Background: an optimization exercise with open tools, aiming at small area and a short achievable clock period. Do not read the settings as production practice.
The RTL was checked by simulation tests, not by an equivalence proof against the original design.
No activity file was given, so power comes from the tool's default toggle rates.

<file path="design.v">
module btb_sat #(
   parameter int ENTRIES  = 8,
   parameter int IDX_W    = 3,
   parameter int PC_W     = 32,
   parameter int CNT_W    = 2,
   parameter int CNT_INIT = 2
) (
   input  logic            clk,
   input  logic            reset,
   input  logic [PC_W-1:0] pc_in,
   output logic            hit,
   output logic            token,
   output logic [PC_W-1:0] next_pc_out,
   input  logic            is_req_pc,
   input  logic [PC_W-1:0] req_pc,
   input  logic [PC_W-1:0] predict_target,
   input  logic            req_taken,
   input  logic            flush
);
   logic [PC_W-1:0]  tag    [ENTRIES];
   logic [PC_W-1:0]  target [ENTRIES];
   logic [CNT_W-1:0] cnt    [ENTRIES];
   logic [IDX_W-1:0] ptr;
   logic             full;
   logic [ENTRIES-1:0] valid;
   logic [ENTRIES-1:0] f_match;
   logic [ENTRIES-1:0] f_sel;
   logic [ENTRIES-1:0] u_match;
   logic               u_hit;
   logic               alloc;
   logic [PC_W-1:0]    f_target;
   always_comb begin
      for (int i = 0; i < ENTRIES; i++) begin
         valid[i]   = full || (ptr > IDX_W'(i));
         f_match[i] = valid[i] && (tag[i] == pc_in);
         f_sel[i]   = f_match[i] && cnt[i][CNT_W-1];
         u_match[i] = valid[i] && (tag[i] == req_pc);
      end
   end
   assign u_hit = |u_match;
   assign alloc = is_req_pc && req_taken && !u_hit;
   always_comb begin
      f_target = '0;
      for (int i = 0; i < ENTRIES; i++) begin
         f_target = f_target | ({PC_W{f_sel[i]}} & target[i]);
      end
   end
   assign hit         = |f_match;
   assign token       = |f_sel;
   assign next_pc_out = token ? f_target : pc_in;
   always_ff @(posedge clk) begin
      if (reset || flush) begin
         ptr  <= '0;
         full <= 1'b0;
      end else if (alloc) begin
         ptr <= ptr + IDX_W'(1);
         if (ptr == IDX_W'(ENTRIES - 1)) begin
            full <= 1'b1;
         end
      end
   end
   always_ff @(posedge clk) begin
      for (int i = 0; i < ENTRIES; i++) begin
         if (is_req_pc) begin
            if (u_match[i]) begin
               if (req_taken) begin
                  tag[i]    <= req_pc;
                  target[i] <= predict_target;
                  if (cnt[i] != '1) cnt[i] <= cnt[i] + CNT_W'(1);
               end else begin
                  if (cnt[i] != '0) cnt[i] <= cnt[i] - CNT_W'(1);
               end
            end else if (alloc && ptr == IDX_W'(i)) begin
               tag[i]    <= req_pc;
               target[i] <= predict_target;
               cnt[i]    <= CNT_W'(CNT_INIT);
            end
         end
      end
   end
endmodule
</file>
<file path="flow/run.sh">
#!/bin/bash
set -euo pipefail
export BUFFER_PORTS_ARGS="-buffer_cell sky130_fd_sc_hd__buf_2"
export CTS_ARGS="-sink_clustering_enable -repair_clock_nets -dont_use_dummy_load -sink_clustering_size 20 -sink_clustering_max_diameter 80"
bash standard.sh > standard.log 2>&1
</file>
<file path="standard.sh">
#!/bin/bash
# synth_recipe.tcl (not shown) runs the flow's synth.tcl, then flattens the netlist and writes it again
# the make line also repeats each setting of config.mk as NAME=value (left out here)
make -C /OpenROAD-flow-scripts/flow DESIGN_CONFIG=/design/flow/config.mk WORK_HOME=/design/flow/orfs CLKGATE_MAP_FILE= SYNTH_SCRIPT=/design/flow/synth_recipe.tcl "${@:-finish}"
</file>
<file path="config.mk">
export PLATFORM = sky130hd
export DESIGN_NAME = btb_sat
export DESIGN_NICKNAME = btb_sat
export VERILOG_FILES = /design/flow/design.v
export SDC_FILE = /design/flow/constraint.sdc
export NUM_CORES = 4
export LEC_CHECK = 0
export ABC_CLOCK_PERIOD_IN_PS = 4000
export CAP_MARGIN = 20
export CORE_MARGIN = 2
export CORE_UTILIZATION = 65
export SETUP_SLACK_MARGIN = 2.5
export SLEW_MARGIN = 20
</file>
<file path="constraint.sdc">
create_clock -name core_clock -period 8.0 [get_ports {clk}]
set_input_delay 1.6000 -clock core_clock [delete_from_list [all_inputs] [get_ports {clk}]]
set_output_delay 1.6000 -clock core_clock [all_outputs]
set_load 0.01 [all_outputs]
</file>
==> summary.txt, run 1 <==
# rows: 71
Pwr Density: 181 nW/um2
I/O pins: 135
Final hold vios: 0
Predominant post-synthesis flop cell: edfxtp_1
Vias in the first global route: 15900
Max-cap viol count: 0
Sum of negative setup slack: 0 ns
Design Power: 5.22 mW
Htree depth: 2
CP startpoint: pc_in[13]
Synth warnings: 4
Largest cells by area after synthesis: edfxtp_1 64%, xor2_1 12%, xnor2_1 6.6%
Post-synthesis sequential area ratio: 64.3%
Filler cells: 2320
Hold Buf Count CTS: 0
Layout Skew: 0.0547 ns
CP startpoint kind: input port
GP Congestion: 0.984
Overflow after GRT: 0
Fmax: 178 MHz
Syn nets: 1817
TritonCTS clock tree: built
DR iter-0 viols: 2209
Ratio of cells with drive above 1 in the final layout: 18.9%
Cell mode on critical path: buf_6
Area of the core: 37600 um2
Synth top cells by count: 528 x edfxtp_1, 343 x xor2_1, 186 x xnor2_1, 96 x nor4_1, 83 x nand4_1
Layout Cells excl Fill: 2379
Pre-Repair DR Iteration Count: 5
Worst min-delay path startpoint: cnt[5][0]
Worst reg2reg endpoint: tag[6][9]
Gate Count Post-Synth: 1710
Synth Cell Area: 24800 um2
Worst-margin pin slew: 1.06 ns
Slowest-stage cell, CP: nor4_2
Yosys top cell by area: edfxtp_1
Worst-path fanout max: 9
First-pass GRT wire length: 111000 um
Drt drc: 0
Number of diodes: 0
Worst setup path end: next_pc_out[2]
DP HPWL: 48700 um
RSZ-0062 raised after global routing: yes
Most frequent cell after synthesis: edfxtp_1
Hold_ws: 0.625 ns
Critical Path, Cell by Cell: buf_12, xor2_1, nor4_2, nand3_2, buf_6, nor4_4, buf_4, nor4_4, nand2_4, buf_6, buf_6, nand4_1, o21a_1, buf_2
RR Startpoint: ptr[1]
DIE WIDTH: 199 um
Final Net Count: 1977
Vias per cell: 6.99
Setup violators final: 0
Worst-case clock buffer depth: 3
Relative slew margins: 29.5%
Min Tclk post-route: 5.61 ns
CP peak stage delay: 0.37 ns
Initial Util: 66.0%
Synth Register Bits: 532
TritonCTS buffer count: 36
Vias post-DR: 16600
Ys async rst share: 0%
Synth top area share: 64.0%
LEAKAGE: 9.32 nW
EDFF count, synth: 528
Gr usage total: 40.6%
Mapped Avg Cell Area: 14.5 um2
Status: complete, no violations
Synth unique cells: 47
Peak supply drop: 0.000255 V
Pin count of the biggest net entering global routing: 65
Die area: 39700 um2
Clock slew at reported path FFs: 0.07 ns
Crit path kind: input port to output port
Placed instance count: 2275
CP Data Required Time: 6.40 ns
Drt total wl: 82600 um
CP Capture Type: output port
Crit path DAT: 4.01 ns
I/O Buffers: 134
Root Buffer: clkbuf_16
Post-route clock period utilization: 70.1%
Min-Delay Path Class: flop to flop
WL/cell: 34.7 um
Routed Antenna Nets: 0
Area Overhead vs Synth: 16.1%
Clock sink count: 532
Fin. max-slew vios: 0
Reg2Reg Depth: 12
Die height: 199 um
Reg2reg setup slack: 3.67 ns
Clk Latency, worst-skew pair: 0.59 ns
Initial antenna violation count: 0
## critical path: cells and delay by family
kind	cells	cell delay, ns
buffers and inverters	6	0.85
AOI/OAI and AO/OA	1	0.17
xor gates and xnor gates	1	0.16
and+or+nand+nor	6	1.19
## metrics by stage
| stage | setup WS [ns] | utilization, % | area [um2] |
|---|---|---|---|
| 2_1_floorplan | 2.85 | - | 24800 |
| 3_3_place_gp | 1.59 | 68.8 | 25900 |
| 3_5_place_dp | 1.56 | 68.9 | 25900 |
| 4_1_cts | 2.48 | 74.4 | 28000 |
| 5_1_grt | 2.37 | 76.6 | 28800 |
| 6_report | 2.39 | 76.6 | 28800 |
## registers in the layout, summed over array words and instances (netlist names)
signal and flops:
cnt 16, full 1, tag 256, ptr 3
target 256
## layout by cell type (no fill, tap or decap), types with 21 or more instances in the layout
master     count
buf_12        22
nand3_1       26
nor4_2        31
a22oi_1       65
edfxtp_1     528
clkbuf_16     44
buf_4         40
a221oi_1      31
nand2_1       42
buf_6         30
o21a_1        33
nand4_1       83
nor2_1        21
a22o_1        33
xor2_1       324
buf_2        100
xnor2_1      182
nor4_1        56
## per-layer routing
layer / wire length [um] / vias up / track usage, % / share of wire (%)
li1: - / 6724 / - / -
met1: 29200 / 8355 / 53.5 / 35
met2: 38000 / 1230 / 62.4 / 46
met3: 9060 / 309 / 7.80 / 11
met4: 6280 / 0 / 26.4 / 7.6
met5: 0 / - / 0 / 0
## area by class of cell
cell class,instances,area (um2),area share (%)
clock buffer,36,901,3.13
timing repair buffer,225,2280,7.92
sequential,532,15900,55.4
inverter,9,33.8,0.117
tap,511,639,2.22
multi-input combinational,1066,8990,31.2
## where the power goes
| part | switching, mW | internal, mW | leakage (nW) |
|---|---|---|---|
| Clock | 0.892 | 0.800 | 0.444 |
| Sequential | 0.0128 | 3.08 | 4.83 |
| Combinational | 0.291 | 0.142 | 4.04 |
## timing repair
action,in CTS,in global routing
pin swaps,30,33
setup buffers,24,28
endpoints found under the setup margin,34,240
cloned,5,11
resized for setup,178,59
hold endpoints to repair,0,0
## worst min-delay path by stage
stage	slack, ns	end	depth (start not counted)
after floorplan	0.56	full	2
after global placement	0.60	cnt[3][0]	1
after detailed placement	0.61	cnt[7][0]	1
after CTS	0.62	cnt[7][0]	1
after global routing	0.65	cnt[5][0]	1
final	0.62	cnt[5][0]	1
## cell families (layout without fill, tap and decap cells)
| family | Yosys count | after routing | synth area share [%] |
|---|---|---|---|
| muxes | 1 | 1 | 0.0404 |
| adders and majority gates | 6 | 6 | 0.303 |
| xor gates and xnor gates | 529 | 529 | 18.7 |
| and+or+nand+nor | 339 | 339 | 8.14 |
| buffers and inverters | 112 | 270 | 2.48 |
| AOI/OAI and AO/OA | 191 | 191 | 6.06 |
| DFF | 532 | 532 | 64.3 |
==> inputs of run 2 (changes only) <==
--- a/config.mk
+++ b/config.mk
@@ -9,5 +9,5 @@
 export CAP_MARGIN = 20
 export CORE_MARGIN = 2
 export CORE_UTILIZATION = 65
-export SETUP_SLACK_MARGIN = 2.5
+export SETUP_SLACK_MARGIN = 1.5
 export SLEW_MARGIN = 20
==> run 2 against run 1 <==
Effect of this change: global-route usage is 0.85 points lower; routed wire length is 6.8% lower; via count is 5.3% lower; combinational power is 12% lower; cell count is 2.8% lower; core utilization is 5.4 points lower; synthesized cell count stayed put; critical path type unchanged; critical endpoint is now next_pc_out[21].
==> summary.txt, run 2 <==
Status: complete, no violations
Area of the core: 37600 um2 (unchanged)
Relative slew margins: 22.7% (-6.9 points)
Die height: 199 um (unchanged)
Clock sink count: 532 (unchanged)
WL/cell: 33.3 um (-4.1%)
RSZ-0062 raised after global routing: no
First-pass GRT wire length: 109000 um (-2.2%)
Hold Buf Count CTS: 0 (unchanged)
Vias per cell: 6.81 (-2.6%)
EDFF count, synth: 528 (unchanged)
# rows: 71 (unchanged)
CP peak stage delay: 0.55 ns (+0.18 ns)
Area Overhead vs Synth: 7.90%
Crit path DAT: 4.88 ns (+0.87 ns)
Vias post-DR: 15700 (-5.3%)
Met2 Use GR: 61.3% (-1.1 points)
Max-cap viol count: 0 (unchanged)
I/O pins: 135 (unchanged)
Drt drc: 0 (unchanged)
Met3 Resource Use GR: 6.87% (-0.93 points)
Post-synthesis sequential area ratio: 64.3% (unchanged)
Ratio of cells with drive above 1 in the final layout: 12.0% (-6.9 points)
Ys async rst share: 0% (unchanged)
Worst-margin pin slew: 1.15 ns (+0.0928 ns)
Gate Count Post-Synth: 1710 (unchanged)
Fin. max-slew vios: 0 (unchanged)
Number of diodes: 0 (unchanged)
Synth Register Bits: 532 (unchanged)
Initial Util: 66.0% (unchanged)
CP Capture Type: output port
Worst-case clock buffer depth: 3 (unchanged)
Design Power: 5.10 mW (-2.2%)
Critical Path, Cell by Cell: buf_2, xor2_1, nor4_1, nand3_1, nor4_4, buf_4, a22o_1, a221oi_1, nand4_1, o21a_1, buf_2
Placed instance count: 2277 (+0.088%)
Yosys top cell by area: edfxtp_1
GR peak layer: met2
Worst-path fanout max: 32 (+23)
Setup violators final: 0 (unchanged)
Drt total wl: 76900 um (-6.8%)
DR iter-0 viols: 1734 (-22%)
Synth warnings: 4 (unchanged)
Synth Cell Area: 24800 um2 (unchanged)
Met1 Usage GRT: 52.2% (-1.3 points)
Overflow after GRT: 0 (unchanged)
Layout Cells excl Fill: 2312 (-2.8%)
Final hold vios: 0 (unchanged)
Final Net Count: 1910 (-3.4%)
GP Congestion: 0.975 (-0.90%)
TritonCTS clock tree: built
Most frequent cell after synthesis: edfxtp_1
Peak supply drop: 0.000195 V (-23%)
Initial antenna violation count: 1 (+1)
Routed Antenna Nets: 0 (unchanged)
Fmax: 154 MHz (-13%)
Post-CTS Setup Bufs: 0 (-100%)
Synth unique cells: 47 (unchanged)
Htree depth: 2 (unchanged)
Most common cell after layout, fill and taps aside: edfxtp_1
Cell mode on critical path: buf_2
Largest cells by area after synthesis: edfxtp_1 64%, xor2_1 12%, xnor2_1 6.6%
Root Buffer: clkbuf_16
Slowest-stage cell, CP: buf_4
Pre-Repair DR Iteration Count: 5 (unchanged)
CP startpoint kind: input port
Fin worst setup slack: 1.52 ns (-0.867 ns)
Sum of negative setup slack: 0 ns (unchanged)
Syn nets: 1817 (unchanged)
Synth top cells by count: 528 x edfxtp_1, 343 x xor2_1, 186 x xnor2_1, 96 x nor4_1, 83 x nand4_1
Synth top area share: 64.0% (unchanged)
Pwr Density: 191 nW/um2 (+5.2%)
Die area: 39700 um2 (unchanged)
Vias in the first global route: 15600 (-1.9%)
TritonCTS buffer count: 34 (-5.6%)
Min-Delay Path Class: flop to flop
I/O Buffers: 134 (unchanged)
Most frequent cells in the layout: 528 x edfxtp_1, 343 x xor2_1, 186 x xnor2_1, 134 x buf_2, 95 x nor4_1
DP HPWL: 49100 um (+0.98%)
Biggest regs: tag x256, target x256, cnt x16
Predominant post-synthesis flop cell: edfxtp_1
Crit path kind: input port to output port
Pin count of the biggest net entering global routing: 65 (unchanged)
Pre-CTS setup slack: 1.43 ns (-0.137 ns)
Min Tclk post-route: 6.48 ns (+0.867 ns)
CP Data Required Time: 6.40 ns (about the same)
LEAKAGE: 8.57 nW (-8.0%)
Clock slew at reported path FFs: 0.08 ns (about the same)
Layout Skew: 0.0641 ns (+0.00937 ns)
Clk Latency, worst-skew pair: 0.58 ns (about the same)
Gr usage total: 39.8% (-0.85 points)
Post-route clock period utilization: 81.0% (+11 points)
DIE WIDTH: 199 um (unchanged)
Mapped Avg Cell Area: 14.5 um2 (unchanged)
## run 2: cell counts after synthesis
Identical to the previous run, type by type.
## run 2: report_power, final
group / switching, mW / internal [mW]
clock network: 0.872 / 0.758
logic: 0.269 / 0.110
registers: 0.0134 / 3.08
## run 2: path summary, 6_finish.rpt
check / end / startpoint / cells past startpoint / slack [ns]
worst max register to register: target[6][8] / ptr[0] / 11 / 2.87
worst min-delay path: cnt[5][0] / cnt[5][0] / 1 / 0.63
worst min register to register: cnt[5][0] / cnt[5][0] / 1 / 0.63
worst max-delay path: next_pc_out[21] / pc_in[27] / 11 / 1.52
## run 2: cells by family after synthesis
| kind of cell | Yosys count | synth area share, % |
|---|---|---|
| flops | 532 | 64.3 |
| fa+ha+maj | 6 | 0.303 |
| buf+inv | 112 | 2.48 |
| mux | 1 | 0.0404 |
| simple gates | 339 | 8.14 |
| compound gates | 191 | 6.06 |
| xor+xnor | 529 | 18.7 |
## run 2: worst max-delay path: cells and delay by family
family                    cells  cell delay (ns)
and+or+nand+nor               4             1.51
xor gates and xnor gates      1             0.13
buffers and inverters         3             1.10
AOI/OAI and AO/OA             3             0.48
## run 2: what timing repair did
action	CTS	global route
gates cloned	1	0
setup endpoints to repair	17	12
pin swaps	1	0
resized for setup	7	2
## run 2: layout make-up
| class | instances | area [um2] |
|---|---|---|
| repair buffers | 159 | 871 |
| flip-flops and latches | 532 | 15900 |
| fillers | 2519 | 10800 |
| multi-input cells | 1067 | 8420 |
| clock buffers | 34 | 851 |
| well taps | 511 | 639 |
| inverters | 9 | 33.8 |
## run 2: through the flow
stage          hold slack (ns)  utilization, %  cell area, um2
2_1_floorplan            0.557               -           24800
3_3_place_gp             0.604            68.8           25800
3_5_place_dp             0.612            68.8           25800
4_1_cts                  0.624            71.1           26700
5_1_grt                  0.661            71.2           26700
6_report                 0.631            71.2           26700
## run 2: routing by layer
| metal | routed length, um | vias up |
|---|---|---|
| met5 | 14 | - |
| met4 | 5850 | 2 |
| met3 | 7570 | 243 |
| met2 | 35300 | 1016 |
| met1 | 28200 | 7882 |
| li1 | - | 6594 |
==> inputs of run 3 (changes only) <==
--- a/config.mk
+++ b/config.mk
@@ -9,5 +9,5 @@
 export CAP_MARGIN = 20
 export CORE_MARGIN = 2
 export CORE_UTILIZATION = 65
-export SETUP_SLACK_MARGIN = 1.5
+export SETUP_SLACK_MARGIN = 2.0
 export SLEW_MARGIN = 20
==> run 3 against run 2 <==
Effect of this change: routed wire length decreased by 0.87%; sequential cell count unchanged; non-clock buffer count decreased by 1; synthesized cell count unchanged; core utilization increased by 0.79 points; largest cell class unchanged.
==> summary.txt, run 3 <==
Status: complete, no violations
Hold_ws: 0.625 ns (-0.00620 ns)
Post-synthesis sequential area ratio: 64.3% (unchanged)
Pin count of the biggest net entering global routing: 65 (unchanged)
Vias per cell: 6.87 (+0.97%)
Peak supply drop: 0.000254 V (+30%)
TritonCTS buffer count: 34 (unchanged)
Worst-path fanout max: 42 (+31%)
Slowest-stage cell, CP: xor2_1
Worst min-delay path startpoint: full
TritonCTS clock tree: built
Critical Path, Cell by Cell: clkbuf_4, xor2_1, nor4_1, nand3_1, nor4_4, a2111oi_4, nand2_4, buf_12, nand4_1, o21a_1, buf_2
Final Net Count: 1910 (unchanged)
Min Tclk post-route: 6.01 ns (-0.469 ns)
CP Data Required Time: 6.40 ns (about the same)
Synth Register Bits: 532 (unchanged)
Die area: 39700 um2 (unchanged)
Setup violators final: 0 (unchanged)
CP startpoint: pc_in[14]
Pwr Density: 189 nW/um2 (-0.89%)
Layout Skew: 0.0724 ns (+0.00829 ns)
CP Capture Type: output port
Gr usage total: 39.1% (-0.63 points)
Pre-Repair DR Iteration Count: 6 (+1)
Ratio of cells with drive above 1 in the final layout: 12.9% (+0.89 points)
Die height: 199 um (unchanged)
Routed Antenna Nets: 0 (unchanged)
Most frequent cells in the layout: 528 x edfxtp_1, 341 x xor2_1, 186 x xnor2_1, 103 x buf_2, 83 x nand4_1
Gate Count Post-Synth: 1710 (unchanged)
Filler cells: 2518 (-0.040%)
Drt drc: 0 (unchanged)
Layout Cells excl Fill: 2313 (+0.043%)
Synth Cell Area: 24800 um2 (unchanged)
Worst-case clock buffer depth: 3 (unchanged)
Clock slew at reported path FFs: 0.08 ns (about the same)
Initial Util: 66.0% (unchanged)
Synth top area share: 64.0% (unchanged)
Yosys top cell by area: edfxtp_1
Max-cap viol count: 0 (unchanged)
DIE WIDTH: 199 um (unchanged)
Overflow after GRT: 0 (unchanged)
DP HPWL: 48000 um (-2.2%)
Synth top cells by count: 528 x edfxtp_1, 343 x xor2_1, 186 x xnor2_1, 96 x nor4_1, 83 x nand4_1
Area Overhead vs Synth: 9.09%
LEAKAGE: 8.64 nW (+0.80%)
Crit path kind: input port to output port
Syn nets: 1817 (unchanged)
Most common cell after layout, fill and taps aside: edfxtp_1
Ys async rst share: 0% (unchanged)
Synth warnings: 4 (unchanged)
Final hold vios: 0 (unchanged)
Fin. max-slew vios: 0 (unchanged)
RSZ-0062 raised after global routing: no
Biggest regs: tag x256, target x256, cnt x16
Htree depth: 2 (unchanged)
Placed instance count: 2275 (-0.088%)
# rows: 71 (unchanged)
CP startpoint kind: input port
Worst-margin pin slew: 1.12 ns (-0.0291 ns)
GP Congestion: 0.978 (+0.23%)
Vias post-DR: 15900 (+1.0%)
Clock sink count: 532 (unchanged)
Area of the core: 37600 um2 (unchanged)
Root Buffer: clkbuf_16
Design Power: 5.11 mW (+0.21%)
Predominant post-synthesis flop cell: edfxtp_1
I/O Buffers: 134 (unchanged)
Most frequent cell after synthesis: edfxtp_1
Mapped Avg Cell Area: 14.5 um2 (unchanged)
Layout Utilization: 72.0% (+0.79 points)
First-pass GRT wire length: 108000 um (-1.4%)
Crit path DAT: 4.41 ns (-0.47 ns)
Worst path bufs/invs: 3 (unchanged)
Min-Delay Path Class: flop to flop
Largest cells by area after synthesis: edfxtp_1 64%, xor2_1 12%, xnor2_1 6.6%
Relative slew margins: 25.1% (+2.5 points)
Drt total wl: 76300 um (-0.87%)
Synth unique cells: 47 (unchanged)
DR iter-0 viols: 1913 (+10%)
CP peak stage delay: 0.59 ns (+0.04 ns)
I/O pins: 135 (unchanged)
EDFF count, synth: 528 (unchanged)
Initial antenna violation count: 4 (+3)
RR Startpoint: ptr[0]
WL/cell: 33.0 um (-0.91%)
Sum of negative setup slack: 0 ns (unchanged)
Top Family by Delay on Critical Path: simple AND/OR/NAND/NOR gates
Fmax: 166 MHz (+7.8%)
Clk Latency, worst-skew pair: 0.59 ns (about the same)
Post-route clock period utilization: 75.1% (-5.9 points)
Vias in the first global route: 15500 (-0.26%)
-- run 3: cell counts after synthesis --
Identical to the previous run, type by type.
-- run 3: timing repair --
item | in CTS | in global routing
pin swaps | 2 | 1
cloned | 1 | 1
hold buffers | 0 | 0
setup buffers | 1 | 0
endpoints found under the hold margin | 0 | 0
resized for setup | 49 | 27
endpoints found under the setup margin | 33 | 71
-- run 3: path summary, 6_finish.rpt --
check	end	slack [ns]	cells past startpoint
max	next_pc_out[9]	1.99	11
min	full	0.62	2
max reg2reg	tag[1][7]	2.92	11
min reg2reg	full	0.62	2
-- run 3: power by group --
part	switching (mW)	internal [mW]	leakage (nW)
clock	0.872	0.758	0.419
sequential	0.0120	3.08	4.83
combinational	0.276	0.115	3.39
total	1.16	3.95	8.64
-- run 3: per-layer routing --
metal | vias up | wire (um) | global-route usage, %
li1 | 6609 | - | -
met1 | 7903 | 27500 | 51.1
met2 | 1113 | 34500 | 59.8
met3 | 268 | 8140 | 7.11
met4 | 4 | 6080 | 27.6
met5 | - | 25 | 0
-- run 3: area by class of cell --
cell class,instances,area [um2],share of cell area (%)
tap,511,639,2.36
clock buffer,34,851,3.15
sequential,532,15900,58.9
timing repair buffer,158,1010,3.72
antenna,1,2.50,0.00925
inverter,9,33.8,0.125
multi-input combinational,1068,8570,31.7
-- run 3: worst register-to-register path: cells and delay by family (launching register included) --
kind | cells | cell delay, ns
AO/OA/AOI/OAI | 1 | 0.60
adder cells (fa/ha/maj) | 1 | 0.17
AND/OR/NAND/NOR | 7 | 2.93
buffers and inverters | 2 | 0.60
flip-flops | 1 | 0.42
-- run 3: cell families (layout without fill, tap and decap cells) --
family	Yosys count	in the layout	synth area share, %
multiplexers	1	1	0.0404
buffers and inverters	112	201	2.48
XOR/XNOR	529	529	18.7
AO/OA/AOI/OAI	191	192	6.06
adder cells (fa/ha/maj)	6	6	0.303
other	0	1	0
AND/OR/NAND/NOR	339	340	8.14
flip-flops	532	532	64.3
-- run 3: stage by stage --
step / worst slack (ns) / cell area, um2
after detailed placement: 1.37 / 25800
after floorplan: 2.00 / 24800
after global placement: 1.41 / 25800
after CTS: 2.00 / 26900
after global routing: 1.95 / 27000
final: 1.99 / 27000
==> inputs of run 4 (changes only) <==
==> config.mk (replaced) <==
export PLATFORM = sky130hd
export DESIGN_NAME = btb_sat
export DESIGN_NICKNAME = btb_sat
export VERILOG_FILES = /design/flow/design.v
export SDC_FILE = /design/flow/constraint.sdc
export NUM_CORES = 4
export LEC_CHECK = 0
export CAP_MARGIN = 20
export CORE_MARGIN = 2
export CORE_UTILIZATION = 55
export SETUP_SLACK_MARGIN = 3.0
export SLEW_MARGIN = 20
==> run 4 against run 3 <==
Effect of this change: still clean; routed wire length rose by 17%; non-clock buffer count rose by 161; sequential cell count did not move; setup slack improved by 0.30 ns; critical endpoint is now token; highest routed layer unchanged.
==> summary.txt, run 4 <==
Status: complete, no violations
CP startpoint kind: input port
Area Overhead vs Synth: 22.0%
Synth top area share: 64.0% (unchanged)
Reg2Reg Depth: 9 (-2)
Mapped Avg Cell Area: 14.5 um2 (unchanged)
Overflow after GRT: 0 (unchanged)
Die area: 46800 um2 (+18%)
DR iter-0 viols: 2403 (+26%)
Synth unique cells: 47 (unchanged)
Post-synthesis sequential area ratio: 64.3% (unchanged)
I/O pins: 135 (unchanged)
Area of the multi-input gates: 9210 um2 (+7.5%)
Drt total wl: 89400 um (+17%)
Die height: 216 um (+8.5%)
Relative slew margins: 43.9% (+19 points)
CP startpoint: pc_in[1]
Synth Register Bits: 532 (unchanged)
Worst setup path end: token
Most common cell after layout, fill and taps aside: edfxtp_1
Pre-Repair DR Iteration Count: 6 (unchanged)
Root Buffer: clkbuf_16
LEAKAGE: 10.0 nW (+16%)
Biggest regs: tag x256, target x256, cnt x16
Initial antenna violation count: 1 (-3)
Layout Utilization: 68.3% (-3.7 points)
Fmax: 175 MHz (+5.3%)
Synth warnings: 4 (unchanged)
Pre-CTS setup slack: 1.28 ns (-0.0901 ns)
Initial Util: 55.9% (-10 points)
Reg2reg setup slack: 3.82 ns (+0.90 ns)
Worst reg2reg endpoint: tag[6][7]
Vias in the first global route: 16000 (+3.2%)
TritonCTS clock tree: built
Post-Place Cell Area: 26000 um2 (+0.67%)
Crit path kind: input port to output port
Cell mode on critical path: buf_4
Sequential cell area: 15900 um2 (unchanged)
Design Power: 5.34 mW (+4.4%)
Filler cells: 3100 (+23%)
Ys async rst share: 0% (unchanged)
CP Capture Type: output port
Post-route clock period utilization: 71.3% (-3.8 points)
Predominant post-synthesis flop cell: edfxtp_1
Instance count on the critical path: 17 (+6)
Largest cells by area after synthesis: edfxtp_1 64%, xor2_1 12%, xnor2_1 6.6%
Slowest-stage cell, CP: nor4_4
Hold Buf Count CTS: 0 (unchanged)
Final hold vios: 0 (unchanged)
Hold_ws: 0.627 ns (+0.00270 ns)
Pin count of the biggest net entering global routing: 65 (unchanged)
Gate Count Post-Synth: 1710 (unchanged)
Crit path DAT: 4.11 ns (-0.30 ns)
DP HPWL: 50100 um (+4.2%)
Layout Cells excl Fill: 2558 (+11%)
Yosys top cell by area: edfxtp_1
Most frequent cell after synthesis: edfxtp_1
RR Startpoint: ptr[0]
Critical Path, Cell by Cell: buf_12, xor2_1, nor4_4, buf_4, buf_4, buf_4, buf_4, buf_4, buf_4, buf_4, buf_4, buf_4, nand2_1, nor4_2, a21oi_2, nand3_1, buf_2
Final instance area: 30200 um2 (+12%)
CP peak stage delay: 0.37 ns (-0.22 ns)
Peak supply drop: 0.000232 V (-8.9%)
Syn nets: 1817 (unchanged)
Top Family by Delay on Critical Path: buffers and inverters
Pwr Density: 176 nW/um2 (-6.7%)
I/O Buffers: 134 (unchanged)
Most frequent cells in the layout: 528 x edfxtp_1, 304 x xor2_1, 184 x xnor2_1, 116 x buf_4, 96 x buf_2
Clk Latency, worst-skew pair: 0.59 ns (about the same)
Ratio of cells with drive above 1 in the final layout: 24.4% (+12 points)
Sum of negative setup slack: 0 ns (unchanged)
Number of diodes: 0 (-1)
# rows: 77 (+8.5%)
Drt drc: 0 (unchanged)
Vias post-DR: 16900 (+6.6%)
Worst-margin pin slew: 0.842 ns (-0.278 ns)
Fin. max-slew vios: 0 (unchanged)
Setup violators final: 0 (unchanged)
Gr usage total: 36.1% (-3.0 points)
RSZ-0062 raised after global routing: yes
Clock sink count: 532 (unchanged)
Min-Delay Path Class: flop to flop
Worst-case clock buffer depth: 3 (unchanged)
CP Data Required Time: 6.40 ns (about the same)
GP Congestion: 0.969 (-0.92%)
EDFF count, synth: 528 (unchanged)
TritonCTS buffer count: 38 (+12%)
First-pass GRT wire length: 118000 um (+9.8%)
Placed instance count: 2363 (+3.9%)
Vias per cell: 6.63 (-3.6%)
Synth top cells by count: 528 x edfxtp_1, 343 x xor2_1, 186 x xnor2_1, 96 x nor4_1, 83 x nand4_1
Layout Skew: 0.0558 ns (-0.0166 ns)
DIE WIDTH: 216 um (+8.5%)
Htree depth: 2 (unchanged)
Worst-path fanout max: 9 (-79%)
Clock slew at reported path FFs: 0.05 ns (-0.03 ns)
Synth Cell Area: 24800 um2 (unchanged)
Min Tclk post-route: 5.71 ns (-0.302 ns)
Max-cap viol count: 0 (unchanged)
Fin worst setup slack: 2.29 ns (+0.302 ns)
Routed Antenna Nets: 0 (unchanged)
Area of the core: 44300 um2 (+18%)
WL/cell: 35.0 um (+6.0%)
Final Net Count: 2075 (+8.6%)
Worst path bufs/invs: 11 (+8)
run 4: report_power, final:
part	switching [mW]	leakage, nW	total (mW)	internal, mW
combinational	0.305	4.74	0.476	0.171
sequential	0.0132	4.83	3.09	3.08
clock	0.923	0.468	1.77	0.843
total	1.24	10.0	5.34	4.10
run 4: how the worst min path moves through the flow:
stage                     cells past startpoint        end  startpoint
final                                         1  cnt[5][0]   cnt[5][0]
after global routing                          1  cnt[5][0]   cnt[5][0]
after CTS                                     1  cnt[0][0]   cnt[0][0]
after detailed placement                      1  cnt[0][0]   cnt[0][0]
after global placement                        1  cnt[3][0]   cnt[3][0]
after floorplan                               2       full        full
run 4: metal layers:
metal	track usage (%)	part of all wire (%)
met5	0	0.015
met4	21.3	6.5
met3	5.77	9.7
met2	56.7	46
met1	47.9	38
run 4: what timing repair did:
| action | 4_1_cts | 5_1_grt |
|---|---|---|
| buffers inserted | 73 | 60 |
| gates cloned | 10 | 14 |
| pin swaps | 27 | 46 |
| setup endpoints to repair | 340 | 339 |
| gates resized for setup | 182 | 138 |
run 4: cell type report:
type                            instances  area share [%]
Tap cell                              592            2.45
Multi-Input combinational cell       1068            30.5
Clock buffer                           38            3.14
Timing Repair Buffer                  319            11.2
Inverter                                9           0.112
Sequential cell                       532            52.7
run 4: kinds of logic (layout without fill, tap and decap cells):
| family | after synthesis | count (layout) | share of synthesized area [%] |
|---|---|---|---|
| AOI/OAI and AO/OA | 191 | 191 | 6.06 |
| xor gates and xnor gates | 529 | 529 | 18.7 |
| adders and majority gates | 6 | 6 | 0.303 |
| buffers and inverters | 112 | 366 | 2.48 |
| DFF | 532 | 532 | 64.3 |
| muxes | 1 | 1 | 0.0404 |
| and+or+nand+nor | 339 | 341 | 8.14 |
==> inputs of run 5 (changes only) <==
--- a/config.mk
+++ b/config.mk
@@ -7,6 +7,7 @@
 export LEC_CHECK = 0
 export CAP_MARGIN = 20
 export CORE_MARGIN = 2
-export CORE_UTILIZATION = 55
+export CORE_UTILIZATION = 65
 export SETUP_SLACK_MARGIN = 3.0
 export SLEW_MARGIN = 20
+export TNS_END_PERCENT = 20
==> run 5 against run 4 <==
Effect of this change: register-to-register slack got worse by 0.13 ns; core utilization increased by 8.8 points; via count decreased by 1.6%; hold slack improved by 0.00062 ns; still clean on timing, DRC and antenna; count of clock-buffer cells in the layout decreased by 4.
==> summary.txt, run 5 <==
Setup violators final: 0 (unchanged)
Worst-margin pin slew: 0.980 ns (+0.138 ns)
Mapped Avg Cell Area: 14.5 um2 (unchanged)
Gate Count Post-Synth: 1710 (unchanged)
Post-Synth XOR/XNOR Area: 18.7% (unchanged)
Area Overhead vs Synth: 16.9%
Sum of negative setup slack: 0 ns (unchanged)
Final Net Count: 1994 (-3.9%)
DP HPWL: 50200 um (+0.24%)
Final instance area: 29000 um2 (-4.2%)
Worst setup path end: next_pc_out[10]
Clock slew at reported path FFs: 0.07 ns (+0.02 ns)
Ys async rst share: 0% (unchanged)
Vias in the first global route: 16300 (+1.7%)
DIE WIDTH: 199 um (-7.9%)
Hold Buf Count CTS: 0 (unchanged)
Min Tclk post-route: 5.69 ns (-0.0158 ns)
Worst-path fanout max: 7 (-2)
Worst-case clock buffer depth: 3 (unchanged)
Mux cell area share after synthesis: 0.0404% (unchanged)
Gr usage total: 43.2% (+7.1 points)
Synth warnings: 4 (unchanged)
Synth unique cells: 47 (unchanged)
CP startpoint: pc_in[29]
EDFF count, synth: 528 (unchanged)
First-pass GRT wire length: 117000 um (-0.94%)
Die area: 39700 um2 (-15%)
Placed instance count: 2281 (-3.5%)
Drt total wl: 84900 um (-5.1%)
Worst reg2reg endpoint: tag[6][25]
Status: complete, no violations
Drt drc: 0 (unchanged)
Most common cell after layout, fill and taps aside: edfxtp_1
Most frequent cell after synthesis: edfxtp_1
TritonCTS buffer count: 34 (-11%)
Crit path kind: input port to output port
RSZ-0062 raised after global routing: yes
Overflow after GRT: 0 (unchanged)
Post-Place Cell Area: 25900 um2 (-0.50%)
Routed Antenna Nets: 0 (unchanged)
Max-cap viol count: 0 (unchanged)
Peak supply drop: 0.000219 V (-5.5%)
Fin. max-slew vios: 0 (unchanged)
DR iter-0 viols: 2224 (-7.4%)
Layout Utilization: 77.1% (+8.8 points)
Min-Delay Path Class: flop to flop
CP Data Required Time: 6.40 ns (about the same)
Filler cells: 2228 (-28%)
Root Buffer: clkbuf_16
Relative slew margins: 34.7% (-9.2 points)
Pin count of the biggest net entering global routing: 65 (unchanged)
Initial antenna violation count: 1 (unchanged)
Initial Util: 66.0% (+10 points)
Biggest regs: tag x256, target x256, cnt x16
CP startpoint kind: input port
GP Congestion: 1.00 (+3.3%)
Main combinational cell family by area after synthesis: XOR/XNOR gates
Synth Register Bits: 532 (unchanged)
Fmax: 176 MHz (+0.28%)
Synth Area in Simple Gates: 8.14% (unchanged)
Synth Cell Area: 24800 um2 (unchanged)
Htree depth: 2 (unchanged)
Ratio of cells with drive above 1 in the final layout: 19.4% (-5.1 points)
Reg2reg setup slack: 3.69 ns (-0.13 ns)
# rows: 71 (-7.8%)
Adder-cell share of the synthesized area: 0.303% (unchanged)
LEAKAGE: 9.43 nW (-6.0%)
I/O pins: 135 (unchanged)
Pre-Repair DR Iteration Count: 8 (+2)
Post-synthesis sequential area ratio: 64.3% (unchanged)
Predominant post-synthesis flop cell: edfxtp_1
Yosys top cell by area: edfxtp_1
Pwr Density: 178 nW/um2 (+1.2%)
Final hold vios: 0 (unchanged)
Most frequent cells in the layout: 528 x edfxtp_1, 325 x xor2_1, 186 x xnor2_1, 100 x buf_2, 83 x nand4_1
Area of the core: 37600 um2 (-15%)
Die height: 199 um (-7.9%)
Compound-cell area share of the yosys netlist: 6.06% (unchanged)
Vias post-DR: 16700 (-1.6%)
WL/cell: 35.4 um (+1.3%)
RR Startpoint: ptr[0]
I/O Buffers: 134 (unchanged)
CP Capture Type: output port
Vias per cell: 6.96 (+5.0%)
TritonCTS clock tree: built
Crit path DAT: 4.09 ns (-0.02 ns)
Clock sink count: 532 (unchanged)
Post-route clock period utilization: 71.1% (-0.20 points)
Largest cells by area after synthesis: edfxtp_1 64%, xor2_1 12%, xnor2_1 6.6%
Layout Cells excl Fill: 2397 (-6.3%)
Syn nets: 1817 (unchanged)
Clk Latency, worst-skew pair: 0.59 ns (about the same)
Layout Skew: 0.0820 ns (+0.0262 ns)
Reg2Reg Depth: 12 (+3)
Synth top cells by count: 528 x edfxtp_1, 343 x xor2_1, 186 x xnor2_1, 96 x nor4_1, 83 x nand4_1
Synth top area share: 64.0% (unchanged)
Hold_ws: 0.628 ns (+0.000615 ns)
[run 5: cell count changes in the layout (fill, tap and decap cells not counted), moves of 6 or more]
cell	before	now
nor4_1	53	59
buf_4	116	52
clkbuf_16	52	37
nor4_2	33	26
buf_8	13	6
xor2_1	304	325
xor2_2	35	17
[run 5: cells by family (layout without fill, tap and decap cells)]
logic type / Yosys count / in the layout
adders and majority gates: 6 / 6
xor gates and xnor gates: 529 / 529
DFF: 532 / 532
other: 0 / 1
muxes: 1 / 1
and+or+nand+nor: 339 / 340
AOI/OAI and AO/OA: 191 / 191
buffers and inverters: 112 / 286
[run 5: critical path: stages]
cell       delay, ns
buf_6           0.11
buf_12          0.15
buf_12          0.13
xor2_1          0.13
nor4_1          0.25
nand3_1         0.22
nor4_4          0.30
buf_4           0.18
a2111oi_4       0.04
buf_4           0.18
nand2_8         0.10
buf_12          0.15
buf_16          0.14
nand4_1         0.09
o21a_1          0.15
buf_2           0.14
[run 5: worst min path at each step]
| stage | from | end | slack, ns | cells past startpoint |
|---|---|---|---|---|
| 2_1_floorplan | full | full | 0.56 | 2 |
| 3_3_place_gp | cnt[5][0] | cnt[5][0] | 0.60 | 1 |
| 3_5_place_dp | full | full | 0.61 | 2 |
| 4_1_cts | cnt[3][0] | cnt[3][0] | 0.63 | 1 |
| 5_1_grt | cnt[3][0] | cnt[3][0] | 0.65 | 1 |
| 6_report | cnt[5][0] | cnt[5][0] | 0.63 | 1 |
[run 5: stage by stage]
stage,total power [mW],worst slack (ns)
2_1_floorplan,3.36,2.11
3_3_place_gp,3.53,1.36
3_5_place_dp,3.53,1.34
4_1_cts,5.15,2.42
5_1_grt,5.27,2.23
6_report,5.17,2.31
[run 5: area by class of cell]
class / count / area, um2 / share of cell area [%]
Sequential cell: 532 / 15900 / 55.0
Multi-Input combinational cell: 1067 / 8960 / 30.9
Timing Repair Buffer: 243 / 2540 / 8.77
Clock buffer: 34 / 851 / 2.94
Tap cell: 511 / 639 / 2.21
Inverter: 9 / 33.8 / 0.117
Antenna cell: 1 / 2.50 / 0.00864
[run 5: where the power goes]
group / leakage (nW) / switching (mW) / internal, mW
Clock: 0.419 / 0.879 / 0.757
Sequential: 4.83 / 0.0132 / 3.08
Combinational: 4.18 / 0.296 / 0.143
Total: 9.43 / 1.19 / 3.98
[run 5: what timing repair did]
| action | CTS | global route |
|---|---|---|
| gates cloned | 17 | 3 |
| pin swaps | 46 | 13 |
| setup endpoints to repair | 502 | 539 |
| setup buffers | 54 | 7 |
| gates resized for setup | 222 | 21 |
[run 5: layer usage]
layer	GRT usage [%]	up-vias	wire length [um]
met5	0	-	0
met4	31.1	0	7320
met3	8.69	321	9090
met2	66.8	1270	39000
met1	54.9	8314	29400
li1	-	6767	-
==> inputs of run 6 (changes only) <==
--- a/config.mk
+++ b/config.mk
@@ -5,9 +5,10 @@
 export SDC_FILE = /design/flow/constraint.sdc
 export NUM_CORES = 4
 export LEC_CHECK = 0
+export ABC_CLOCK_PERIOD_IN_PS = 4000
 export CAP_MARGIN = 20
 export CORE_MARGIN = 2
 export CORE_UTILIZATION = 65
+export PLACE_DENSITY = 0.75
 export SETUP_SLACK_MARGIN = 3.0
 export SLEW_MARGIN = 20
-export TNS_END_PERCENT = 20
==> run 6 against run 5 <==
Effect of this change: clock skew decreased by 0.042 ns; via count increased by 2.3%; non-clock buffer count decreased by 6; sequential power about the same; clock power increased by 2%; sequential share of layout area decreased by 0.078 points; count of clock-buffer cells in the layout increased by 1; synthesized cell count unchanged; critical path type unchanged; largest cell class unchanged.
==> summary.txt, run 6 <==
Max-cap viol count: 0 (unchanged)
I/O Buffers: 134 (unchanged)
Pre-Repair DR Iteration Count: 6 (-2)
Clock sink count: 532 (unchanged)
CP Data Required Time: 6.40 ns (about the same)
Synth Cell Area: 24800 um2 (unchanged)
Gr usage total: 44.3% (+1.2 points)
Yosys top cell by area: edfxtp_1
Predominant post-synthesis flop cell: edfxtp_1
Synth top area share: 64.0% (unchanged)
CP Capture Type: output port
Most frequent cells in the layout: 528 x edfxtp_1, 323 x xor2_1, 184 x xnor2_1, 102 x buf_2, 83 x nand4_1
Crit path DAT: 4.17 ns (+0.08 ns)
Clock power frac: 32.2% (+0.5 points)
Mapped Avg Cell Area: 14.5 um2 (unchanged)
Htree depth: 2 (unchanged)
Overflow after GRT: 0 (unchanged)
Biggest regs: tag x256, target x256, cnt x16
Critical Path, Cell by Cell: buf_4, xor2_1, nor4_2, nand4_1, nor4_4, buf_4, a2111oi_4, nand2_4, buf_12, buf_16, nand4_1, o21a_1, buf_2
Crit path kind: input port to output port
Routed Antenna Nets: 0 (unchanged)
Synth Register Bits: 532 (unchanged)
# rows: 71 (unchanged)
Synth unique cells: 47 (unchanged)
Syn nets: 1817 (unchanged)
Pin count of the biggest net entering global routing: 65 (unchanged)
CP startpoint kind: input port
I/O pins: 135 (unchanged)
Clock slew at reported path FFs: 0.08 ns (about the same)
LEAKAGE: 9.44 nW (about the same)
Ratio of cells with drive above 1 in the final layout: 20.7% (+1.3 points)
Drt drc: 0 (unchanged)
Fin worst setup slack: 2.23 ns (-0.0820 ns)
Worst-path fanout max: 9 (+2)
Sw Ratio: 23.3% (+0.34 points)
Internal power: 4.00 mW (+0.41%)
Post-synthesis sequential area ratio: 64.3% (unchanged)
Pre-CTS setup slack: 1.25 ns (-0.0888 ns)
Vias per cell: 7.13 (+2.5%)
Top Family by Delay on Critical Path: simple AND/OR/NAND/NOR gates
DR iter-0 viols: 2512 (+13%)
Vias post-DR: 17100 (+2.3%)
Min-Delay Path Class: flop to flop
Initial antenna violation count: 3 (+2)
Post-Place Cell Area: 26000 um2 (+0.26%)
First-pass GRT wire length: 119000 um (+2.0%)
EDFF count, synth: 528 (unchanged)
GP Congestion: 1.06 (+6.2%)
Relative slew margins: 26.4% (-8.2 points)
Vias in the first global route: 16300 (-0.17%)
Synth warnings: 4 (unchanged)
Gate Count Post-Synth: 1710 (unchanged)
Die area: 39700 um2 (unchanged)
Most common cell after layout, fill and taps aside: edfxtp_1
Worst path bufs/invs: 5 (-3)
Number of diodes: 0 (-1)
Post-route clock period utilization: 72.2% (+1.0 points)
Die height: 199 um (unchanged)
RSZ-0062 raised after global routing: yes
Sum of negative setup slack: 0 ns (unchanged)
CP peak stage delay: 0.43 ns (+0.13 ns)
Area of the core: 37600 um2 (unchanged)
Fin. max-slew vios: 0 (unchanged)
DP HPWL: 54100 um (+7.8%)
Slowest-stage cell, CP: nor4_2
Pwr Density: 180 nW/um2 (+0.71%)
WL/cell: 36.4 um (+2.7%)
Most frequent cell after synthesis: edfxtp_1
Final Net Count: 1991 (-0.15%)
Ys async rst share: 0% (unchanged)
Layout Skew: 0.0396 ns (-0.0424 ns)
Final hold vios: 0 (unchanged)
Seq pwr share: 59.4% (-0.5 points)
TritonCTS clock tree: built
Synth top cells by count: 528 x edfxtp_1, 343 x xor2_1, 186 x xnor2_1, 96 x nor4_1, 83 x nand4_1
Worst-case clock buffer depth: 3 (unchanged)
Setup violators final: 0 (unchanged)
Area Overhead vs Synth: 17.0%
Min Tclk post-route: 5.77 ns (+0.0820 ns)
Largest cells by area after synthesis: edfxtp_1 64%, xor2_1 12%, xnor2_1 6.6%
DIE WIDTH: 199 um (unchanged)
Hold Buf Count CTS: 0 (unchanged)
Peak supply drop: 0.000246 V (+12%)
Initial Util: 66.0% (unchanged)
Worst-margin pin slew: 1.10 ns (+0.121 ns)
Net Sw Power: 1.22 mW (+2.3%)
TritonCTS buffer count: 35 (+2.9%)
Root Buffer: clkbuf_16
Fmax: 173 MHz (-1.4%)
Status: complete, no violations
Combinational power share: 8.4% (about the same)
Clk Latency, worst-skew pair: 0.58 ns (about the same)
Final instance area: 29000 um2 (+0.14%)
Drt total wl: 87000 um (+2.6%)
Filler cells: 2256 (+1.3%)
==> run 6: cell counts after synthesis <==
Identical to the previous run, type by type.
==> run 6: final timing paths <==
| path | start | endpoint | slack [ns] | cells after the start |
|---|---|---|---|---|
| setup reg to reg | ptr[0] | target[6][29] | 3.39 | 12 |
| hold reg to reg | full | full | 0.63 | 2 |
| hold / removal | full | full | 0.63 | 2 |
| setup / recovery | pc_in[21] | next_pc_out[2] | 2.23 | 13 |
==> run 6: metal layers <==
| metal | routed length (um) | GRT usage (%) | vias to the layer above | part of all wire (%) |
|---|---|---|---|---|
| li1 | - | - | 6747 | - |
| met1 | 29400 | 58.1 | 8433 | 34 |
| met2 | 38200 | 66.0 | 1508 | 44 |
| met3 | 11300 | 9.16 | 369 | 13 |
| met4 | 8060 | 32.7 | 6 | 9.3 |
| met5 | 41 | 0 | - | 0.047 |
==> run 6: area by class of cell <==
type | instances | area (um2) | area share (%)
sequential | 532 | 15900 | 54.9
multi-input combinational | 1069 | 9200 | 31.7
timing repair buffer | 237 | 2320 | 7.99
clock buffer | 35 | 876 | 3.02
tap | 511 | 639 | 2.20
inverter | 9 | 33.8 | 0.116
==> run 6: power groups by stage <==
stage	clock (mW)	sequential, mW	combinational, mW
6_report	1.68	3.10	0.438
5_1_grt	1.75	3.10	0.446
4_1_cts	1.66	3.09	0.412
3_5_place_dp	0	3.16	0.376
3_3_place_gp	0	3.16	0.371
2_1_floorplan	0	3.15	0.209
==> run 6: cell families (layout without fill, tap and decap cells) <==
group / count (synthesis) / count (layout) / share of synthesized area (%)
AOI/OAI and AO/OA: 191 / 192 / 6.06
xor gates and xnor gates: 529 / 529 / 18.7
adders and majority gates: 6 / 6 / 0.303
buffers and inverters: 112 / 281 / 2.48
DFF: 532 / 532 / 64.3
muxes: 1 / 1 / 0.0404
and+or+nand+nor: 339 / 341 / 8.14
==> run 6: per-stage QoR <==
step	power (mW)	std cells	util, %	hold slack [ns]
2_1_floorplan	3.36	1710	-	0.557
3_3_place_gp	3.53	2279	69.1	0.602
6_report	5.21	2393	77.2	0.629
5_1_grt	5.30	2393	77.2	0.656
3_5_place_dp	3.53	2279	69.1	0.617
4_1_cts	5.17	2369	75.6	0.630
==> run 6: repair_timing <==
| item | 4_1_cts | 5_1_grt |
|---|---|---|
| buffers inserted | 41 | 21 |
| gates resized for setup | 174 | 58 |
| gates cloned | 14 | 2 |
| pin swaps | 32 | 30 |
| setup endpoints to repair | 402 | 205 |
==> run 6: worst register-to-register path, stage by stage (launching register included) <==
cell      delay, ns
dfxtp_1        0.42
inv_1          0.13
ha_1           0.18
nor3b_1        0.89
nor3_1         0.19
nand4_1        0.16
or4_1          0.36
nand3_1        0.19
nor4b_4        0.41
buf_4          0.20
nor4b_2        0.28
o21bai_4       0.39
buf_12         0.39
==> inputs of run 7 (changes only) <==
--- a/config.mk
+++ b/config.mk
@@ -9,6 +9,5 @@
 export CAP_MARGIN = 20
 export CORE_MARGIN = 2
 export CORE_UTILIZATION = 65
-export PLACE_DENSITY = 0.75
 export SETUP_SLACK_MARGIN = 3.0
 export SLEW_MARGIN = 20
==> run 7 against run 6 <==
Effect of this change: final area is 1.7% lower; critical endpoint is now next_pc_out[31]; largest power group unchanged; non-clock buffer count is 17 lower; count of clock-buffer cells in the layout is 4 lower; synthesized cell count stayed put.
==> summary.txt, run 7 <==
Status: complete, no violations
Clock sink count: 532 (unchanged)
Vias post-DR: 16600 (-2.4%)
Net Sw Power: 1.16 mW (-4.3%)
Most frequent cells in the layout: 528 x edfxtp_1, 328 x xor2_1, 185 x xnor2_1, 100 x buf_2, 83 x nand4_1
Sum of negative setup slack: 0 ns (unchanged)
Hold Buf Count CTS: 0 (unchanged)
Fin. max-slew vios: 0 (unchanged)
Post-route clock period utilization: 70.2% (-2.0 points)
Placed instance count: 2282 (+0.13%)
Area of the multi-input gates: 8960 um2 (-2.7%)
GP Congestion: 0.996 (-6.3%)
Crit path kind: input port to output port
CP Data Required Time: 6.40 ns (about the same)
Root Buffer: clkbuf_16
CP peak stage delay: 0.56 ns (+0.13 ns)
Htree depth: 1 (-1)
Clk Latency, worst-skew pair: 0.62 ns (+0.04 ns)
Biggest regs: tag x256, target x256, cnt x16
Hold path cells: 1 (-1)
WL/cell: 35.0 um (-3.9%)
Initial antenna violation count: 1 (-2)
Slowest-stage cell, CP: nor4_4
Synth Register Bits: 532 (unchanged)
Routed Antenna Nets: 0 (unchanged)
Combinational power share: 8.5% (about the same)
RR Startpoint: ptr[0]
Drt total wl: 82900 um (-4.8%)
Number of diodes: 0 (unchanged)
Min Tclk post-route: 5.61 ns (-0.160 ns)
Min-Delay Path Class: flop to flop
Layout Utilization: 75.9% (-1.3 points)
Reg2reg setup slack: 3.25 ns (-0.14 ns)
RSZ-0062 raised after global routing: yes
Relative slew margins: 17.0% (-9.4 points)
Ratio of cells with drive above 1 in the final layout: 18.2% (-2.4 points)
Reg2Reg Depth: 11 (-1)
Critical Path, Cell by Cell: buf_12, xor2_4, nor4_4, nand3_2, nor4_4, buf_6, nor4_2, nand2_2, buf_12, buf_16, nand4_1, o21a_1, buf_2
Final hold vios: 0 (unchanged)
EDFF count, synth: 528 (unchanged)
Worst-path fanout max: 9 (unchanged)
Setup violators final: 0 (unchanged)
Crit path DAT: 4.01 ns (-0.16 ns)
Synth Cell Area: 24800 um2 (unchanged)
TritonCTS buffer count: 31 (-11%)
Design Power: 5.07 mW (-2.8%)
Post-Place Cell Area: 25900 um2 (-0.15%)
Hold Path End: cnt[7][0]
Worst-margin pin slew: 1.23 ns (+0.132 ns)
Layout Cells excl Fill: 2371 (-0.92%)
TritonCTS clock tree: built
# rows: 71 (unchanged)
Worst path bufs/invs: 5 (unchanged)
Final Net Count: 1969 (-1.1%)
Synth unique cells: 47 (unchanged)
Filler cells: 2324 (+3.0%)
Worst min-delay path startpoint: cnt[7][0]
I/O pins: 135 (unchanged)
Area of the core: 37600 um2 (unchanged)
First-pass GRT wire length: 114000 um (-4.5%)
Vias in the first global route: 15800 (-2.9%)
Sw Ratio: 23.0% (-0.35 points)
Pwr Density: 178 nW/um2 (-1.1%)
Worst-case clock buffer depth: 3 (unchanged)
Syn nets: 1817 (unchanged)
CP Capture Type: output port
Pin count of the biggest net entering global routing: 65 (unchanged)
Initial Util: 66.0% (unchanged)
Clock slew at reported path FFs: 0.08 ns (about the same)
Synth top cells by count: 528 x edfxtp_1, 343 x xor2_1, 186 x xnor2_1, 96 x nor4_1, 83 x nand4_1
Synth top area share: 64.0% (unchanged)
Layout Skew: 0.0478 ns (+0.00819 ns)
Most frequent cell after synthesis: edfxtp_1
Die area: 39700 um2 (unchanged)
Gr usage total: 41.7% (-2.6 points)
Clock power frac: 30.5% (-1.7 points)
CP startpoint kind: input port
Post-synthesis sequential area ratio: 64.3% (unchanged)
Synth warnings: 4 (unchanged)
Top Family by Delay on Critical Path: simple AND/OR/NAND/NOR gates
Pre-Repair DR Iteration Count: 6 (unchanged)
Vias per cell: 7.02 (-1.5%)
I/O Buffers: 134 (unchanged)
Most common cell after layout, fill and taps aside: edfxtp_1
Max-cap viol count: 0 (unchanged)
Mapped Avg Cell Area: 14.5 um2 (unchanged)
DIE WIDTH: 199 um (unchanged)
Fmax: 178 MHz (+2.8%)
Sequential cell area: 15900 um2 (unchanged)
LEAKAGE: 9.21 nW (-2.4%)
Area Overhead vs Synth: 15.0%
Gate Count Post-Synth: 1710 (unchanged)
DP HPWL: 49100 um (-9.2%)
Predominant post-synthesis flop cell: edfxtp_1
Overflow after GRT: 0 (unchanged)
Seq pwr share: 61.0% (+1.6 points)
Ys async rst share: 0% (unchanged)
Final instance area: 28500 um2 (-1.7%)
Yosys top cell by area: edfxtp_1
Die height: 199 um (unchanged)
Worst reg2reg endpoint: tag[6][18]
Largest cells by area after synthesis: edfxtp_1 64%, xor2_1 12%, xnor2_1 6.6%
DR iter-0 viols: 2160 (-14%)
Drt drc: 0 (unchanged)
Peak supply drop: 0.000265 V (+7.7%)
Internal power: 3.90 mW (-2.3%)
==> run 7: power groups by stage <==
stage | Sequential, mW | Clock [mW] | Combinational [mW]
finish | 3.09 | 1.54 | 0.431
global route | 3.09 | 1.62 | 0.440
CTS | 3.09 | 1.54 | 0.405
detailed placement | 3.16 | 0 | 0.370
global placement | 3.16 | 0 | 0.368
floorplan | 3.15 | 0 | 0.209
==> run 7: per-stage QoR <==
step | hold WS (ns) | worst slack, ns
2_1_floorplan | 0.557 | 2.96
4_1_cts | 0.623 | 2.45
5_1_grt | 0.656 | 2.34
6_report | 0.631 | 2.39
3_5_place_dp | 0.610 | 1.24
3_3_place_gp | 0.604 | 1.27
==> run 7: final cells by class <==
type	count	area share [%]
sequential	532	55.9
multi-input combinational	1068	31.4
timing repair buffer	220	7.61
clock buffer	31	2.72
tap	511	2.24
inverter	9	0.118
==> run 7: metal layers <==
| layer | routed length (um) | GRT usage, % |
|---|---|---|
| met3 | 9170 | 8.41 |
| met5 | 7 | 0 |
| met4 | 6280 | 28.0 |
| met1 | 29600 | 54.4 |
| met2 | 37900 | 63.9 |
==> run 7: repair_timing <==
action | 4_1_cts | 5_1_grt
setup buffers | 33 | 11
gates resized for setup | 190 | 43
endpoints found under the hold margin | 0 | 0
cloned | 10 | 4
pin swaps | 23 | 24
setup endpoints to repair | 410 | 306
==> run 7: how the worst max path moves through the flow <==
stage / startpoint / end / slack (ns) / depth (start not counted)
final: pc_in[6] / next_pc_out[31] / 2.39 / 13
after global placement: pc_in[6] / next_pc_out[15] / 1.27 / 12
after global routing: pc_in[10] / next_pc_out[28] / 2.34 / 15
after detailed placement: pc_in[6] / next_pc_out[15] / 1.24 / 12
after CTS: pc_in[10] / next_pc_out[24] / 2.45 / 13
after floorplan: pc_in[29] / next_pc_out[11] / 2.96 / 9
==> run 7: cells by family (layout without fill, tap and decap cells) <==
kind of cell	after synthesis	in the layout	synth area share [%]
buf+inv	112	260	2.48
mux	1	1	0.0404
xor+xnor	529	529	18.7
simple gates	339	339	8.14
compound gates	191	193	6.06
fa+ha+maj	6	6	0.303
flops	532	532	64.3
==> inputs of run 8 (changes only) <==
--- a/config.mk
+++ b/config.mk
@@ -9,5 +9,6 @@
 export CAP_MARGIN = 20
 export CORE_MARGIN = 2
 export CORE_UTILIZATION = 65
+export GPL_ROUTABILITY_DRIVEN = 0
 export SETUP_SLACK_MARGIN = 3.0
 export SLEW_MARGIN = 20
==> run 8 against run 7 <==
Effect of this change: still clean; sequential cell count is the same; synthesized cell count is the same; first-iteration DRC count grew 4.0%; routed wire length grew 2.5%; largest cell class unchanged.
==> summary.txt, run 8 <==
Status: complete, no violations
DIE WIDTH: 199 um (unchanged)
Crit path DAT: 4.46 ns (+0.45 ns)
Min-Delay Path Class: flop to flop
Area Overhead vs Synth: 17.9%
CP startpoint kind: input port
RSZ-0062 raised after global routing: yes
Post-synthesis sequential area ratio: 64.3% (unchanged)
Worst-case clock buffer depth: 3 (unchanged)
Ratio of cells with drive above 1 in the final layout: 21.3% (+3.1 points)
Crit path kind: input port to output port
I/O Buffers: 134 (unchanged)
WL/cell: 35.2 um (+0.72%)
Initial antenna violation count: 0 (-1)
Pre-Repair DR Iteration Count: 6 (unchanged)
Sum of negative setup slack: 0 ns (unchanged)
TritonCTS buffer count: 31 (unchanged)
Predominant post-synthesis flop cell: edfxtp_1
Synth unique cells: 47 (unchanged)
Ys async rst share: 0% (unchanged)
Most frequent cell after synthesis: edfxtp_1
Gr usage total: 42.2% (+0.50 points)
Min Tclk post-route: 6.06 ns (+0.444 ns)
Worst-path fanout max: 10 (+1)
CP peak stage delay: 0.70 ns (+0.14 ns)
Drt total wl: 85000 um (+2.5%)
Gate Count Post-Synth: 1710 (unchanged)
Yosys top cell by area: edfxtp_1
Worst-margin pin slew: 1.14 ns (-0.0963 ns)
Post-route clock period utilization: 75.7% (+5.5 points)
Synth top cells by count: 528 x edfxtp_1, 343 x xor2_1, 186 x xnor2_1, 96 x nor4_1, 83 x nand4_1
Vias in the first global route: 16000 (+1.3%)
Max-cap viol count: 0 (unchanged)
Die height: 199 um (unchanged)
Clock slew at reported path FFs: 0.07 ns (about the same)
Biggest regs: tag x256, target x256, cnt x16
DR iter-0 viols: 2246 (+4.0%)
Htree depth: 1 (unchanged)
Most frequent cells in the layout: 528 x edfxtp_1, 325 x xor2_1, 182 x xnor2_1, 101 x buf_2, 83 x nand4_1
Vias per cell: 7.03 (+0.15%)
Vias post-DR: 17000 (+2.0%)
Area of the core: 37600 um2 (unchanged)
Initial Util: 66.0% (unchanged)
Peak supply drop: 0.000226 V (-15%)
Slowest-stage cell, CP: a2111oi_4
Overflow after GRT: 0 (unchanged)
Syn nets: 1817 (unchanged)
Critical Path, Cell by Cell: buf_6, xor2_1, nor4_1, nand3_1, nor3_4, buf_4, a2111oi_4, nand2_2, buf_12, buf_4, buf_12, buf_16, o21a_1, buf_2
Pwr Density: 174 nW/um2 (-2.2%)
Mapped Avg Cell Area: 14.5 um2 (unchanged)
Synth Cell Area: 24800 um2 (unchanged)
# rows: 71 (unchanged)
Design Power: 5.08 mW (+0.26%)
Final Net Count: 2012 (+2.2%)
Most common cell after layout, fill and taps aside: edfxtp_1
Clock sink count: 532 (unchanged)
Layout Cells excl Fill: 2414 (+1.8%)
Number of diodes: 0 (unchanged)
Setup violators final: 0 (unchanged)
LEAKAGE: 9.58 nW (+4.0%)
EDFF count, synth: 528 (unchanged)
Hold Buf Count CTS: 0 (unchanged)
TritonCTS clock tree: built
CP Capture Type: output port
Placed instance count: 2276 (-0.26%)
Synth top area share: 64.0% (unchanged)
I/O pins: 135 (unchanged)
Synth warnings: 4 (unchanged)
Drt drc: 0 (unchanged)
CP Data Required Time: 6.40 ns (about the same)
Layout Utilization: 77.8% (+1.9 points)
Final hold vios: 0 (unchanged)
Fmax: 165 MHz (-7.3%)
Synth Register Bits: 532 (unchanged)
DP HPWL: 48200 um (-1.9%)
Clk Latency, worst-skew pair: 0.63 ns (about the same)
Routed Antenna Nets: 0 (unchanged)
Pin count of the biggest net entering global routing: 65 (unchanged)
Fin. max-slew vios: 0 (unchanged)
Root Buffer: clkbuf_16
Die area: 39700 um2 (unchanged)
Relative slew margins: 24.2% (+7.2 points)
Layout Skew: 0.0470 ns (-0.000742 ns)
Largest cells by area after synthesis: edfxtp_1 64%, xor2_1 12%, xnor2_1 6.6%
First-pass GRT wire length: 115000 um (+1.0%)
run 8: changes by cell type in the layout (fill, tap and decap cells not counted), sizes merged:
cell | before | now
o21bai | 5 | 4
bufbuf | 1 | 2
a21boi | 11 | 10
clkbuf | 34 | 35
buf | 216 | 259
run 8: cell families after synthesis:
group                      Yosys count  share of synthesized area (%)
DFF                                532                           64.3
and+or+nand+nor                    339                           8.14
xor gates and xnor gates           529                           18.7
adders and majority gates            6                          0.303
buffers and inverters              112                           2.48
AOI/OAI and AO/OA                  191                           6.06
muxes                                1                         0.0404
run 8: path summary, 6_finish.rpt:
check	depth (start not counted)	end	from	slack [ns]
max	14	next_pc_out[31]	pc_in[15]	1.94
min	2	full	full	0.62
max reg2reg	12	target[7][29]	ptr[0]	3.69
min reg2reg	2	full	full	0.62
run 8: critical path, delay by kind of cell:
family / cells / cell delay (ns)
buffers and inverters: 7 / 1.07
AOI/OAI and AO/OA: 2 / 0.89
and+or+nand+nor: 4 / 0.56
xor gates and xnor gates: 1 / 0.32
run 8: area by class of cell:
cell class                 instances  area [um2]
clock buffer                      31         776
tap                              511         639
multi-input combinational       1066        9080
sequential                       532       15900
inverter                           9        33.8
fill                            2215        8350
timing repair buffer             265        2760
run 8: where the power goes:
group	leakage, nW	internal (mW)	total, mW	switching, mW
sequential	4.83	3.08	3.09	0.0127
clock	0.382	0.684	1.54	0.861
combinational	4.37	0.147	0.443	0.297
run 8: what timing repair did:
action                                  CTS  global route
gates resized for setup                 206            64
cloned                                   13             5
pin swaps                                31            27
setup buffers                            65            24
endpoints found under the setup margin  503            98
run 8: metrics by stage:
stage | worst slack [ns] | hold WS, ns | instance area [um2]
detailed placement | 1.29 | 0.601 | 25900
global route | 1.97 | 0.653 | 29200
global placement | 1.34 | 0.602 | 25900
finish | 1.94 | 0.622 | 29200
CTS | 2.43 | 0.625 | 28600
floorplan | 2.96 | 0.557 | 25100
run 8: routing by layer:
| metal | global-route usage (%) | part of all wire [%] | vias to the layer above |
|---|---|---|---|
| met4 | 30.3 | 8.4 | 0 |
| met5 | 0 | 0 | - |
| met1 | 55.1 | 35 | 8388 |
| li1 | - | - | 6808 |
| met3 | 9.00 | 12 | 334 |
| met2 | 63.3 | 44 | 1445 |

## port drivers added, routing unchanged
In the flow no input, the clock included, has a driving cell. The finished layouts below were timed again as built, in two steps.
Step 1, drivers: a clkbuf_16 drives clk and a buf_2 each remaining input, both assumed.
Step 2, shift: input delay + t, output delay - t, t = (earliest + latest rising clock arrival at the registers) / 2. This alone moves slack from input paths to output paths.
a / b / c = ideal / step 1 / step 2; a / b = the first two.
| run | shift t [ns] | slack for setup (ns) | hold slack, ns |
|---|---|---|---|
| run 1 | 0.622 | 2.391 / 2.333 / 2.183 | 0.625 / 0.625 / 0.625 |
| run 2 | 0.605 | 1.524 / 1.502 / 1.502 | 0.631 / 0.631 / 0.631 |
| run 3 | 0.613 | 1.992 / 1.957 / 1.607 | 0.625 / 0.625 / 0.625 |
| run 4 | 0.626 | 2.294 / 2.238 / 2.238 | 0.627 / 0.627 / 0.627 |
| run 5 | 0.605 | 2.309 / 2.263 / 2.131 | 0.628 / 0.628 / 0.628 |
| run 6 | 0.620 | 2.227 / 2.198 / 2.198 | 0.629 / 0.629 / 0.629 |
| run 7 | 0.657 | 2.387 / 2.324 / 2.324 | 0.631 / 0.631 / 0.631 |
| run 8 | 0.655 | 1.943 / 1.840 / 1.840 | 0.622 / 0.622 / 0.622 |
After both steps every run listed still meets setup and hold. The setup slack of run 3, which loses most, moves by -0.035 ns with the drivers and by -0.385 ns with both steps.
